What follows belongs to an exercise in optimizing a design on an open flow for small area; a production flow would make more cautious choices. The RTL was checked by simulation tests, not by an equivalence proof against the original design. Power figures rest on the tool's default switching activity, not on a simulated workload.

==> design/flow/design.v <==
package rf_pkg;
    localparam int unsigned NREGS_DEFAULT = 32;
    localparam int unsigned XLEN_DEFAULT  = 32;
    localparam int unsigned AW_DEFAULT    = $clog2(NREGS_DEFAULT);
    localparam int unsigned ZERO_ADDR     = 0;
    typedef logic [AW_DEFAULT-1:0]   reg_addr_t;
    typedef logic [XLEN_DEFAULT-1:0] xlen_t;
endpackage
module rf_scoreboard
#(
    parameter int unsigned NREGS    = rf_pkg::NREGS_DEFAULT,
    parameter int unsigned AW       = $clog2(NREGS),
    parameter int unsigned NWR      = 1,
    parameter int unsigned ZERO_REG = 1
) (
    input  logic                   clk,
    input  logic                   rst_n,
    input  logic [NWR-1:0]         wr_en,
    input  logic [NWR-1:0][AW-1:0] wr_addr,
    input  logic                   rsv_en,
    input  logic [AW-1:0]          rsv_addr,
    input  logic                   flush,
    output logic [NREGS-1:0]       busy,
    output logic [AW:0]            busy_count
);
    logic [NREGS-1:0] set_mask;
    logic [NREGS-1:0] clr_mask;
    logic [NREGS-1:0] newly_set;
    logic [NREGS-1:0] newly_clr;
    logic [NREGS-1:0] busy_next;
    logic [AW:0]      n_set;
    logic [AW:0]      n_clr;
    logic [AW:0]      count_next;
    always_comb begin
        set_mask = '0;
        clr_mask = '0;
        if (rsv_en) begin
            set_mask[rsv_addr] = 1'b1;
        end
        for (int unsigned j = 0; j < NWR; j++) begin
            if (wr_en[j]) begin
                clr_mask[wr_addr[j]] = 1'b1;
            end
        end
        if (ZERO_REG != 0) begin
            set_mask[rf_pkg::ZERO_ADDR] = 1'b0;
            clr_mask[rf_pkg::ZERO_ADDR] = 1'b0;
        end
        newly_set = set_mask & ~busy;
        newly_clr = clr_mask & ~set_mask & busy;
        n_set     = (AW+1)'(|newly_set);
        n_clr     = '0;
        for (int unsigned k = 0; k < NREGS; k++) begin
            n_clr = n_clr + (AW+1)'(newly_clr[k]);
        end
        if (flush) begin
            busy_next  = '0;
            count_next = '0;
        end else begin
            busy_next  = (busy & ~clr_mask) | set_mask;
            count_next = busy_count + n_set - n_clr;
        end
    end
    always_ff @(posedge clk or negedge rst_n) begin
        if (!rst_n) begin
            busy       <= '0;
            busy_count <= '0;
        end else begin
            busy       <= busy_next;
            busy_count <= count_next;
        end
    end
endmodule
module regfile_mp_sb
#(
    parameter int unsigned XLEN     = rf_pkg::XLEN_DEFAULT,
    parameter int unsigned NREGS    = rf_pkg::NREGS_DEFAULT,
    parameter int unsigned NRD      = 2,
    parameter int unsigned NWR      = 1,
    parameter int unsigned ZERO_REG = 1,
    parameter int unsigned BYPASS   = 1,
    parameter int unsigned AW       = $clog2(NREGS)
) (
    input  logic                     clk,
    input  logic                     rst_n,
    input  logic [NRD-1:0][AW-1:0]   rd_addr,
    output logic [NRD-1:0][XLEN-1:0] rd_data,
    output logic [NRD-1:0]           rd_busy,
    input  logic [NWR-1:0]           wr_en,
    input  logic [NWR-1:0][AW-1:0]   wr_addr,
    input  logic [NWR-1:0][XLEN-1:0] wr_data,
    input  logic                     rsv_en,
    input  logic [AW-1:0]            rsv_addr,
    input  logic                     flush,
    output logic [AW:0]              busy_count
);
    if (NREGS < 2 || NREGS != (1 << AW)) begin : g_bad_nregs
        $error("regfile_mp_sb: NREGS must be a power of 2 >= 2 matching AW");
    end
    if (NRD < 1 || NRD > 4) begin : g_bad_nrd
        $error("regfile_mp_sb: NRD must be 1..4");
    end
    if (NWR < 1 || NWR > 2) begin : g_bad_nwr
        $error("regfile_mp_sb: NWR must be 1..2");
    end
    if (ZERO_REG > 1 || BYPASS > 1) begin : g_bad_flags
        $error("regfile_mp_sb: ZERO_REG and BYPASS must be 0 or 1");
    end
    logic [XLEN-1:0] mem [NREGS];
    logic [NWR-1:0]  wr_keep;
    logic [NREGS-1:0] busy;
    always_comb begin
        wr_keep = '0;
        for (int unsigned j = 0; j < NWR; j++) begin
            wr_keep[j] = wr_en[j] &&
                         !((ZERO_REG != 0) && (wr_addr[j] == AW'(rf_pkg::ZERO_ADDR)));
        end
    end
    always_ff @(posedge clk or negedge rst_n) begin
        if (!rst_n) begin
            for (int unsigned k = 0; k < NREGS; k++) begin
                mem[k] <= '0;
            end
        end else begin
            for (int unsigned j = 0; j < NWR; j++) begin
                if (wr_keep[j]) begin
                    mem[wr_addr[j]] <= wr_data[j];
                end
            end
        end
    end
    always_comb begin
        rd_data = '0;
        rd_busy = '0;
        for (int unsigned i = 0; i < NRD; i++) begin
            rd_data[i] = mem[rd_addr[i]];
            rd_busy[i] = busy[rd_addr[i]];
            if (BYPASS != 0) begin
                for (int unsigned j = 0; j < NWR; j++) begin
                    if (wr_keep[j] && (wr_addr[j] == rd_addr[i])) begin
                        rd_data[i] = wr_data[j];
                        rd_busy[i] = 1'b0;
                    end
                end
            end
            if (((ZERO_REG != 0) && (rd_addr[i] == AW'(rf_pkg::ZERO_ADDR))) || !rst_n) begin
                rd_data[i] = '0;
                rd_busy[i] = 1'b0;
            end
        end
    end
    rf_scoreboard #(
        .NREGS    (NREGS),
        .AW       (AW),
        .NWR      (NWR),
        .ZERO_REG (ZERO_REG)
    ) u_sb (
        .clk        (clk),
        .rst_n      (rst_n),
        .wr_en      (wr_keep),
        .wr_addr    (wr_addr),
        .rsv_en     (rsv_en),
        .rsv_addr   (rsv_addr),
        .flush      (flush),
        .busy       (busy),
        .busy_count (busy_count)
    );
endmodule
module regfile_2r2w (
    input  logic        clk,
    input  logic        rst_n,
    input  logic [9:0]  rd_addr,     
    output logic [63:0] rd_data,     
    output logic [1:0]  rd_busy,
    input  logic [1:0]  wr_en,
    input  logic [9:0]  wr_addr,     
    input  logic [63:0] wr_data,     
    input  logic        rsv_en,
    input  logic [4:0]  rsv_addr,
    input  logic        flush,
    output logic [5:0]  busy_count
);
    regfile_mp_sb #(
        .XLEN     (32),
        .NREGS    (32),
        .NRD      (2),
        .NWR      (2),
        .ZERO_REG (1),
        .BYPASS   (1)
    ) u_rf (
        .clk        (clk),
        .rst_n      (rst_n),
        .rd_addr    (rd_addr),
        .rd_data    (rd_data),
        .rd_busy    (rd_busy),
        .wr_en      (wr_en),
        .wr_addr    (wr_addr),
        .wr_data    (wr_data),
        .rsv_en     (rsv_en),
        .rsv_addr   (rsv_addr),
        .flush      (flush),
        .busy_count (busy_count)
    );
endmodule
==> design/flow/run.sh <==
#!/bin/bash
# synth_recipe.tcl (not shown) runs the flow's synth.tcl, then flattens the netlist and writes it again
# the make line also repeats each setting of config.mk as NAME=value (left out here)
make -C /OpenROAD-flow-scripts/flow DESIGN_CONFIG=/design/flow/config.mk WORK_HOME=/design/flow/orfs CLKGATE_MAP_FILE= SYNTH_SCRIPT=/design/flow/synth_recipe.tcl finish
==> design/flow/config.mk <==
export PLATFORM = sky130hd
export DESIGN_NAME = regfile_2r2w
export DESIGN_NICKNAME = regfile_2r2w
export VERILOG_FILES = /design/flow/design.v
export SDC_FILE = /design/flow/constraint.sdc
export NUM_CORES = 8
export LEC_CHECK = 0
export CAP_MARGIN = 20
export CORE_MARGIN = 2
export CORE_UTILIZATION = 30
export PLACE_DENSITY = 0.38
export SETUP_SLACK_MARGIN = 0.2
export SLEW_MARGIN = 20
==> design/flow/constraint.sdc <==
create_clock -name core_clock -period 8.0 [get_ports {clk}]
set_input_delay 1.6000 -clock core_clock [delete_from_list [all_inputs] [get_ports {clk}]]
set_output_delay 1.6000 -clock core_clock [all_outputs]
set_load 0.01 [all_outputs]
==> impl_metrics.tcl <==
set metrics [dict create \
    drc 0 \
    worst_pin_slew_ns 1.280 \
    path_delay_family "buffers and inverters" \
    final_common_cell "dfrtp_1" \
    reg2regPathDepth 17 \
    synth_area_mm2 0.06625 \
    nFillCells 22497 \
    power_per_cell_area_mw_per_mm2 241.7 \
    status "finished clean" \
    maxSlewViolCount 0 \
    ys_seq_area_share_pct 39.13 \
    crit_path_top_delay_cell "buf_2" \
    drt_iter0_markers 13160 \
    fin_nets 7718 \
    synth-seq-cells 1036 \
    drt-total-wl_um 504200 \
    p_seq_share_pct 43.5 \
    yosys.area.top_type_share_pct 39.13 \
    pwr-share-clk_pct 35.7 \
    switching_share_pct 35.73 \
    regArea_mm2 0.02592 \
    synth_top_area_cell "dfrtp_1" \
    clock_path_buffers 3 \
    place_area_mm2 0.07424 \
    end_kind "output port" \
    path_class "primary input to output port" \
    fmax_mhz 130.9 \
    syn_nets 7691 \
    start_kind "primary input" \
    path_buf_inv 4 \
    multiInputGateArea_mm2 0.03764 \
    combPwrFrac_pct 20.8 \
    fin_setup_tns_ns 0 \
    max_cap_viol_count 0 \
    ant_nets 0 \
    grt_pass1_wl_um 654000 \
    grt_max_degree 129 \
    avgSynthCellArea_um2 8.809 \
    dieArea_mm2 0.2246 \
    post_route_cells_drive_above_1_share_pct 13.78 \
    grt_use_total_pct 43.46 \
    h-tree-depth 4 \
    syn_inst 7521 \
    ios 167 \
    slew_headroom_pct 14.49 \
    synth_area_leaders "dfrtp_1 39%, mux2i_1 15%, a22oi_1 7.6%, a21oi_1 6.6%, nor2_1 5.1%" \
    ys_async_sr_fraction_pct 100.0 \
    dp_slack_ns -0.5403 \
    worst_slack_ns 0.3593 \
    vias 73099 \
    crit_fanout 20 \
    clock-sinks 1036 \
    detail_route.wl_per_cell_um 47.55 \
    finalInstanceArea_mm2 0.07936 \
    timing.final.crit_share_pct 95.51 \
    skew_ns 0.01299 \
    fin_crit_ns 7.641 \
    cp_num_cells 10 \
    die_w_um 473.9 \
    worstPathRequired_ns 6.40 \
    grt_pass1_vias 66123 \
    synth-edff-count 0 \
    first_pass_iters 10 \
    p_switching_mw 6.854 \
    worst_path_most_repeated_cell "buf_4" \
    hold_viol 0 \
    crit_chain "buf_2 -> buf_4 -> xor2_1 -> nor4_1 -> nand3_2 -> nand2_1 -> buf_4 -> a211oi_1 -> a21oi_1 -> clkdlybuf4s50_1" \
    rsz0062_at_grt "no" \
    p_int_mw 12.33 \
    ys_types 84 \
    worstPathArrival_ns 6.04 \
    cts_hold_buf 0 \
    routabilityCongestion 0.9836 \
    yosysWarningCount 3 \
    cts_root_buf "clkbuf_16" \
    min_path_type "flip-flop to flip-flop" \
    antenna_found_initial 75 \
    die_h_um 473.9 \
    area_growth_pct 19.79 \
    initial_core_util_pct 30.18 \
    cts_tree "built" \
    p_leak_nw 34.39 \
    clk_latency_ns 0.84 \
    core_area_mm2 0.2195 \
    num_rows 172 \
    avgViaCountPerCell 6.894 \
    cpPeakStageDelay_ns 0.71 \
    synthFlopType "dfrtp_1" \
    overflow 0 \
    layout_common_cells "1036 x dfrtp_1, 1021 x mux2i_1, 871 x a21oi_1, 836 x nor2_1, 670 x a22oi_1" \
    dp_hpwl_um 320800 \
    portBuffers 166 \
    ir_worst_vdd_uv 227.4 \
    clkTransAtPathRegs_ns 0.06 \
    min_path_cells 0 \
    cts_buffers 141 \
    setup_violations 0 \
]
worst paths after layout:
kind,startpoint,endpoint,slack [ns]
hold / removal,u_rf.mem[0][19]$_DFF_PN0_,u_rf.mem[0][19]$_DFF_PN0_,0.37
setup reg to reg,u_rf.u_sb.busy[8]$_DFF_PN0_,u_rf.u_sb.busy_count[5]$_DFF_PN0_,2.60
hold reg to reg,u_rf.mem[0][19]$_DFF_PN0_,u_rf.mem[0][19]$_DFF_PN0_,0.37
min in group asynchronous,rst_n,u_rf.mem[26][25]$_DFF_PN0_,0.70
setup / recovery,rd_addr[8],rd_data[60],0.36
max in group asynchronous,rst_n,u_rf.mem[16][3]$_DFF_PN0_,4.11
logic make-up after synthesis:
logic type	count (synthesis)	synth area share (%)
flip-flops	1036	39.13
XOR/XNOR	36	0.5099
AO/OA/AOI/OAI	2203	21.10
adder cells (fa/ha/maj)	75	1.734
AND/OR/NAND/NOR	2169	15.50
buffers and inverters	946	5.701
multiplexers	1056	16.33
registers in the layout, indices dropped and copies added, names as in the netlist:
name                  count
u_rf.u_sb.busy           31
u_rf.mem                999
u_rf.u_sb.busy_count      6
repair_timing:
action                     in CTS  in global routing
setup endpoints to repair       0                  3
setup buffers                   0                  2
gates resized for setup         0                  7
worst reg2reg max path: cells and delay by family, from the launching register on:
kind	cells	cell delay, ns
DFF	1	0.51
xor gates and xnor gates	1	0.14
buffers and inverters	3	0.21
AOI/OAI and AO/OA	2	0.33
adders and majority gates	9	3.78
and+or+nand+nor	2	0.28
power groups by stage:
stage	Combinational, mW	Clock [mW]	Sequential, mW
final	3.99	6.85	8.34
after global routing	4.28	7.07	8.38
after CTS	3.89	6.88	8.21
after detailed placement	3.88	0	8.29
after global placement	3.82	0	8.29
after floorplan	2.43	0	7.50
synthesized netlist by cell type (43+ instances only):
cell type,n
a2111oi_0,95
mux2i_1,1021
buf_2,166
clkbuf_1,624
nor4_1,57
o21ai_0,171
nand4_1,119
a22oi_1,670
nand3_1,164
nor3_1,43
o22ai_1,75
buf_1,78
nand2_1,385
and3_1,325
ha_1,47
inv_1,71
dfrtp_1,1036
nor2_1,905
a21oi_1,871
o21ai_1,91
area by class of cell:
| cell class | count | area share, % |
|---|---|---|
| Clock inverter | 43 | 0.7820 |
| Tap cell | 2871 | 4.526 |
| Multi-Input combinational cell | 5539 | 47.43 |
| Inverter | 71 | 0.3358 |
| Clock buffer | 210 | 5.281 |
| Antenna cell | 75 | 0.2365 |
| Timing Repair Buffer | 759 | 8.739 |
| Sequential cell | 1036 | 32.67 |
metal layers:
layer / wire (um) / up-vias / part of all wire [%] / track usage, %
met1: 197000 / 36572 / 39 / 55.90
met5: 479 / - / 0.095 / 0.4759
li1: - / 27822 / - / -
met4: 41630 / 42 / 8.3 / 30.22
met2: 202700 / 6681 / 40 / 60.35
met3: 62360 / 1982 / 12 / 15.15
metrics by stage:
stage	cells	hold WS, ns	utilization [%]	total power [mW]
2_1_floorplan	7521	0.4242	-	9.924
3_3_place_gp	10266	0.3603	33.76	12.10
3_5_place_dp	10271	0.3630	33.82	12.17
4_1_cts	10524	0.3753	36.01	18.98
5_1_grt	10542	0.3810	36.08	19.73
6_report	10604	0.3737	36.15	19.18

[port drivers added, routing unchanged]
No port has a modelled driver above. Below, the same layout with a new extraction and two added sets of constraints.
Step 1, drivers: a clkbuf_16 drives clk and a buf_2 each remaining input, both assumed.
Step 2 also shifts input and output timing later by t, the mid clock arrival at the registers, as if the neighbouring blocks saw the same clock.
Three values: no drivers, after step 1, after step 2; two values: the first two.
shift t [ns]: 0.938
setup WS [ns]: 0.359 / 0.326 / -0.377
worst slew at a driven data input, ns: 0.09
Met with ideal ports but missed after step 2: setup timing in this run. For this run, drivers alone change the setup slack by -0.033 ns; drivers and shift together by -0.736 ns.
